Source: an optimization exercise on an open RTL-to-GDS flow (aim: small area). Production flows keep margins and buffers that such runs may drop.
Function was checked by simulation only, so behaviour that the tests miss may differ from the original.
No activity file was given, so power comes from the tool's default toggle rates.

Setup of red:
## hb_interp
module hb_interp #(
    parameter int WIDTH = 16
) (
    input  logic             clk,
    input  logic             rst,
    input  logic             bypass,
    input  logic             run,
    input  logic [8:0]       cpo,
    input  logic             stb_in,
    input  logic [WIDTH-1:0] data_in,
    output logic             stb_out,
    output logic [WIDTH-1:0] data_out,
    output logic             ovf
);
export LEC_CHECK = 0
export CAP_MARGIN = 20
export CORE_MARGIN = 2
export CORE_UTILIZATION = 70
export GPL_TIMING_DRIVEN = 0
export SLEW_MARGIN = 20
create_clock -name core_clock -period 14.0 [get_ports {clk}]
standard.sh (not shown) runs the stock make flow with config.mk's settings and CLKGATE_MAP_FILE= SYNTH_SCRIPT=/design/flow/synth_recipe.tcl, a recipe that flattens the netlist after the stock synthesis.
==> flow/flow/run.sh <==
#!/bin/bash
# Standard synthesis, then inverters pushed through full adders (fixinv.py), then the standard
# layout with clock-tree dummy loads off and single-drive port buffers.
set -euo pipefail
R=orfs/results/${FLOW_PLATFORM}/hb_interp/base
export CTS_ARGS="-sink_clustering_enable -repair_clock_nets -dont_use_dummy_load -buf_list sky130_fd_sc_hd__clkbuf_4 -sink_clustering_size 9 -sink_clustering_max_diameter 40"
export BUFFER_PORTS_ARGS="-buffer_cell sky130_fd_sc_hd__buf_1"
bash standard.sh synth > synth.log 2>&1
openroad -python -no_init -exit flow/fixinv.py "$R/1_synth.odb" "$R/1_synth.odb" > fixinv.log 2>&1
bash standard.sh finish > finish.log 2>&1
==> flow/flow/fixinv.py <==
# Push inverters through full-adder cells: FA(~a,~b,~c) = ~FA(a,b,c).
# Chooses, for each full adder, whether to implement it on complemented signals so that as few
# inverters as possible remain, then rewires the netlist with at most one inverter per signal.
import odb, sys, random
src, dst = sys.argv[1], sys.argv[2]
db = odb.dbDatabase.create()
odb.read_db(db, src)
block = db.getChip().getBlock()
INVM = db.findMaster("sky130_fd_sc_hd__inv_1")

def is_inv(inst):
    n = inst.getMaster().getName()
    return n.startswith("sky130_fd_sc_hd__inv_") or n.startswith("sky130_fd_sc_hd__clkinv_")
def is_fa(inst):
    return inst.getMaster().getName().startswith("sky130_fd_sc_hd__fa_")
def sig_iterms(inst):
    return [it for it in inst.getITerms() if it.getNet() is not None and it.getNet().getSigType() == "SIGNAL"]
def driver(net):
    for it in net.getITerms():
        if it.isOutputSignal(): return it
    return None

# inverters we may remove: no port on either side
free_inv = []
for inst in block.getInsts():
    if not is_inv(inst): continue
    a = inst.findITerm("A").getNet(); y = inst.findITerm("Y").getNet()
    if a is None or y is None: continue
    if len(a.getBTerms()) or len(y.getBTerms()): continue
    free_inv.append(inst)
free_set = set(i.getName() for i in free_inv)

root_cache = {}
def root(net):
    k = net.getName()
    if k in root_cache: return root_cache[k]
    d = driver(net)
    if d is not None and d.getInst().getName() in free_set:
        r, p = root(d.getInst().findITerm("A").getNet())
        res = (r, p ^ 1)
    else:
        res = (net, 0)
    root_cache[k] = res
    return res

# consumers per root: list of (iterm or bterm, pol, fa_inst_name or None)
cons = {}
roots = {}
for net in block.getNets():
    if net.getSigType() != "SIGNAL": continue
    r, p = root(net)
    rk = r.getName(); roots[rk] = r
    lst = cons.setdefault(rk, [])
    for it in net.getITerms():
        if it.isOutputSignal(): continue
        inst = it.getInst()
        if inst.getName() in free_set: continue
        lst.append((it, p, inst.getName() if is_fa(inst) else None))
    for bt in net.getBTerms():
        if bt.getIoType() == "OUTPUT":
            lst.append((bt, p, None))

fas = [i for i in block.getInsts() if is_fa(i)]
fa_out_roots = {}   # fa name -> root names driven
drv_fa = {}         # root name -> fa name
for f in fas:
    for pin in ("SUM", "COUT"):
        n = f.findITerm(pin).getNet()
        if n is None: continue
        drv_fa[n.getName()] = f.getName()
fa_in_roots = {f.getName(): set() for f in fas}
for rk, lst in cons.items():
    for (it, p, fn) in lst:
        if fn is not None: fa_in_roots[fn].add(rk)
fa_touch = {}
for f in fas:
    fn = f.getName()
    s = set(fa_in_roots[fn])
    for pin in ("SUM", "COUT"):
        n = f.findITerm(pin).getNet()
        if n is not None: s.add(n.getName())
    fa_touch[fn] = s

flip = {f.getName(): 0 for f in fas}
def cost(rk):
    dp = flip[drv_fa[rk]] if rk in drv_fa else 0
    need = set()
    for (it, p, fn) in cons.get(rk, []):
        need.add(p ^ (flip[fn] if fn else 0))
    return 1 if any(q != dp for q in need) else 0

total = sum(cost(rk) for rk in cons)
print("inverters before:", len(free_inv), "signals needing one (no flips):", total)
import math
random.seed(1)
order = [f.getName() for f in fas]
best = (total, dict(flip)); cur = total
N = 60000
for step in range(N):
    T = 1.5 * (1 - step / N) + 0.02
    fn = random.choice(order)
    before = sum(cost(rk) for rk in fa_touch[fn])
    flip[fn] ^= 1
    after = sum(cost(rk) for rk in fa_touch[fn])
    d = after - before
    if d <= 0 or random.random() < math.exp(-d / T):
        cur += d
        if cur < best[0]: best = (cur, dict(flip))
    else:
        flip[fn] ^= 1
flip = best[1]
total = sum(cost(rk) for rk in cons)
print("signals needing an inverter after flips:", total, "flipped:", sum(flip.values()))

# rebuild
cnt = [0]
inv_net = {}
def get_inv(rk):
    if rk in inv_net: return inv_net[rk]
    cnt[0] += 1
    n = odb.dbNet_create(block, f"pinv_n{cnt[0]}")
    i = odb.dbInst_create(block, INVM, f"pinv_{cnt[0]}")
    i.findITerm("A").connect(roots[rk])
    i.findITerm("Y").connect(n)
    inv_net[rk] = n
    return n
moves = []
for rk, lst in cons.items():
    dp = flip[drv_fa[rk]] if rk in drv_fa else 0
    for (it, p, fn) in lst:
        q = p ^ (flip[fn] if fn else 0)
        moves.append((it, rk, q != dp))
for (it, rk, inv) in moves:
    target = get_inv(rk) if inv else roots[rk]
    if isinstance(it, odb.dbITerm):
        if it.getNet() is None or it.getNet().getName() != target.getName():
            it.disconnect(); it.connect(target)
    else:
        if it.getNet().getName() != target.getName():
            raise SystemExit("output port would need rewiring: " + it.getName())
for inst in free_inv:
    odb.dbInst_destroy(inst)
for net in list(block.getNets()):
    if net.getSigType() == "SIGNAL" and len(net.getITerms()) == 0 and len(net.getBTerms()) == 0:
        odb.dbNet_destroy(net)
print("inverters after:", cnt[0])
odb.write_db(db, dst)
For blue, these inputs were changed with respect to red:
- GPL_TIMING_DRIVEN: 0 -> unset
--- a/flow/flow/run.sh
+++ b/flow/flow/run.sh
@@ -5,3 +5,3 @@
 R=orfs/results/${FLOW_PLATFORM}/hb_interp/base
-export CTS_ARGS="-sink_clustering_enable -repair_clock_nets -dont_use_dummy_load -buf_list sky130_fd_sc_hd__clkbuf_4 -sink_clustering_size 9 -sink_clustering_max_diameter 40"
+export CTS_ARGS="-sink_clustering_enable -repair_clock_nets -dont_use_dummy_load -buf_list sky130_fd_sc_hd__clkbuf_4 -sink_clustering_size 10 -sink_clustering_max_diameter 35"
 export BUFFER_PORTS_ARGS="-buffer_cell sky130_fd_sc_hd__buf_1"
Notes after the runs:
blue ended with every stage complete and zero timing, DRC or antenna violations. Per the comparison of blue with red, cell depth of the worst flop-to-flop path decreased by about 9% relative to the old numbers; total via count in the routed design decreased by about 5% relative to the old numbers; synthesized area per cell closely matched the old numbers; setup slack increased by 160 ps relative to the old numbers; highest achievable clock rate increased by about 1.2% relative to the old numbers. Diff red -> blue | pin count of the biggest net entering global routing | up by more than 10%. red → blue: sequential cell count essentially unchanged; detailed-routed wire length on met3 decreased 7.1%; area growth from synthesis to final layout decreased 1.4 points. Between blue and red, the sequential power figures differ only marginally.
Edits applied to the flow inputs when going from blue to green:
--- a/flow/flow/run.sh
+++ b/flow/flow/run.sh
@@ -5,3 +5,3 @@
 R=orfs/results/${FLOW_PLATFORM}/hb_interp/base
-export CTS_ARGS="-sink_clustering_enable -repair_clock_nets -dont_use_dummy_load -buf_list sky130_fd_sc_hd__clkbuf_4 -sink_clustering_size 10 -sink_clustering_max_diameter 35"
+export CTS_ARGS="-sink_clustering_enable -repair_clock_nets -dont_use_dummy_load -buf_list sky130_fd_sc_hd__clkbuf_4 -sink_clustering_size 9 -sink_clustering_max_diameter 40"
 export BUFFER_PORTS_ARGS="-buffer_cell sky130_fd_sc_hd__buf_1"
Notes after the runs:
In the flow results for green and blue, the tightest hold margin is larger on blue. ~same combinational fraction of design power in green and blue. Design area delta (green -> blue): insignificant.
What orange does differently from green at the input level:
--- a/flow/flow/fixinv.py
+++ b/flow/flow/fixinv.py
@@ -145,3 +145,37 @@
         odb.dbNet_destroy(net)
-print("inverters after:", cnt[0])
+# A half adder fed by two inverters: xor2 and nor2 of the inverters' inputs instead (same area),
+# which frees the inverters when nothing else uses them.
+XOR = db.findMaster("sky130_fd_sc_hd__xor2_1"); NOR = db.findMaster("sky130_fd_sc_hd__nor2_1")
+def drv_inst(net):
+    for it in net.getITerms():
+        if it.isOutputSignal(): return it.getInst()
+    return None
+nha = 0
+for inst in list(block.getInsts()):
+    if not inst.getMaster().getName().startswith("sky130_fd_sc_hd__ha_"): continue
+    na = inst.findITerm("A").getNet(); nb = inst.findITerm("B").getNet()
+    ns = inst.findITerm("SUM").getNet(); nc = inst.findITerm("COUT").getNet()
+    if None in (na, nb, ns, nc): continue
+    da = drv_inst(na); dbi = drv_inst(nb)
+    if da is None or dbi is None or not is_inv(da) or not is_inv(dbi): continue
+    if len(na.getBTerms()) or len(nb.getBTerms()): continue
+    ra = da.findITerm("A").getNet(); rb = dbi.findITerm("A").getNet()
+    nm = inst.getName()
+    for it in inst.getITerms():
+        if it.getNet() is not None: it.disconnect()
+    odb.dbInst_destroy(inst)
+    x = odb.dbInst_create(block, XOR, f"phax_{nha}"); y = odb.dbInst_create(block, NOR, f"phan_{nha}")
+    x.findITerm("A").connect(ra); x.findITerm("B").connect(rb); x.findITerm("X").connect(ns)
+    y.findITerm("A").connect(ra); y.findITerm("B").connect(rb); y.findITerm("Y").connect(nc)
+    nha += 1
+    for d in (da, dbi):
+        out = d.findITerm("Y").getNet()
+        if out is not None and not any(not it.isOutputSignal() for it in out.getITerms()) and len(out.getBTerms()) == 0:
+            for it in d.getITerms():
+                if it.getNet() is not None: it.disconnect()
+            odb.dbInst_destroy(d)
+            if len(out.getITerms()) == 0: odb.dbNet_destroy(out)
+print("half adders rebuilt:", nha)
+n_inv = sum(1 for i in block.getInsts() if is_inv(i))
+print("inverters after:", n_inv)
 odb.write_db(db, dst)
## What came out
Re post-synthesis net count: green and orange aren't equal, and the higher value belongs to green.
From green to orange the numbers moved as follows: worst slack after detailed placement dropped 48 ps, clock buffer and inverter area fraction after layout barely changed, logic depth of the worst setup path including buffers climbed about 13%, area overhead of the layout relative to synthesis barely changed.
In the tables for green and orange, final worst setup slack reads higher with green.
From green to orange the numbers moved as follows: power did not really move; clock buffer count in the final layout went down.
Edits applied to the flow inputs when going from orange to purple:
--- a/flow/flow/run.sh
+++ b/flow/flow/run.sh
@@ -5,3 +5,3 @@
 R=orfs/results/${FLOW_PLATFORM}/hb_interp/base
-export CTS_ARGS="-sink_clustering_enable -repair_clock_nets -dont_use_dummy_load -buf_list sky130_fd_sc_hd__clkbuf_4 -sink_clustering_size 9 -sink_clustering_max_diameter 40"
+export CTS_ARGS="-sink_clustering_enable -repair_clock_nets -dont_use_dummy_load -buf_list sky130_fd_sc_hd__clkbuf_4 -sink_clustering_size 11 -sink_clustering_max_diameter 40"
 export BUFFER_PORTS_ARGS="-buffer_cell sky130_fd_sc_hd__buf_1"
--- a/flow/flow/fixinv.py
+++ b/flow/flow/fixinv.py
@@ -145,37 +145,3 @@
         odb.dbNet_destroy(net)
-# A half adder fed by two inverters: xor2 and nor2 of the inverters' inputs instead (same area),
-# which frees the inverters when nothing else uses them.
-XOR = db.findMaster("sky130_fd_sc_hd__xor2_1"); NOR = db.findMaster("sky130_fd_sc_hd__nor2_1")
-def drv_inst(net):
-    for it in net.getITerms():
-        if it.isOutputSignal(): return it.getInst()
-    return None
-nha = 0
-for inst in list(block.getInsts()):
-    if not inst.getMaster().getName().startswith("sky130_fd_sc_hd__ha_"): continue
-    na = inst.findITerm("A").getNet(); nb = inst.findITerm("B").getNet()
-    ns = inst.findITerm("SUM").getNet(); nc = inst.findITerm("COUT").getNet()
-    if None in (na, nb, ns, nc): continue
-    da = drv_inst(na); dbi = drv_inst(nb)
-    if da is None or dbi is None or not is_inv(da) or not is_inv(dbi): continue
-    if len(na.getBTerms()) or len(nb.getBTerms()): continue
-    ra = da.findITerm("A").getNet(); rb = dbi.findITerm("A").getNet()
-    nm = inst.getName()
-    for it in inst.getITerms():
-        if it.getNet() is not None: it.disconnect()
-    odb.dbInst_destroy(inst)
-    x = odb.dbInst_create(block, XOR, f"phax_{nha}"); y = odb.dbInst_create(block, NOR, f"phan_{nha}")
-    x.findITerm("A").connect(ra); x.findITerm("B").connect(rb); x.findITerm("X").connect(ns)
-    y.findITerm("A").connect(ra); y.findITerm("B").connect(rb); y.findITerm("Y").connect(nc)
-    nha += 1
-    for d in (da, dbi):
-        out = d.findITerm("Y").getNet()
-        if out is not None and not any(not it.isOutputSignal() for it in out.getITerms()) and len(out.getBTerms()) == 0:
-            for it in d.getITerms():
-                if it.getNet() is not None: it.disconnect()
-            odb.dbInst_destroy(d)
-            if len(out.getITerms()) == 0: odb.dbNet_destroy(out)
-print("half adders rebuilt:", nha)
-n_inv = sum(1 for i in block.getInsts() if is_inv(i))
-print("inverters after:", n_inv)
+print("inverters after:", cnt[0])
 odb.write_db(db, dst)
Notes after the runs:
- Time the final worst path needs with I/O delays and setup for purple is lower than for orange.
- purple: final worst-path setup slack higher than orange
- purple vs orange — critical path depth dropped by more than 10%
- orange reports its highest routed metal layer as met5 while purple reports met4.

-- static timing again, ports no longer ideal --
The flow's constraints put no driver on any port. The routed layouts listed below were extracted and timed again, unchanged, in two steps. Step 1 assumes that a clkbuf_16 drives the clock port and a buf_2 every other input. Step 2 also shifts input and output timing later by t, the mid clock arrival at the registers, as if the neighbouring blocks saw the same clock. Three values: no drivers, after step 1, after step 2; two values: the first two.
run | shift t [ns] | setup slack, ns | worst setup path after step 2 | worst data-port slew with drivers (ns) | cell pins on the clock port's net
red | 0.720 | 0.388 / 0.388 / 0.388 | register to register | 0.04 | 1
blue | 0.704 | 0.546 / 0.546 / 0.546 | register to register | 0.04 | 1
green | 0.694 | 0.559 / 0.559 / 0.559 | register to register | 0.04 | 1
orange | 0.712 | 0.530 / 0.530 / 0.530 | register to register | 0.04 | 1
purple | 0.702 | 0.545 / 0.545 / 0.545 | register to register | 0.04 | 1
After both steps setup and hold are still met in every run listed.
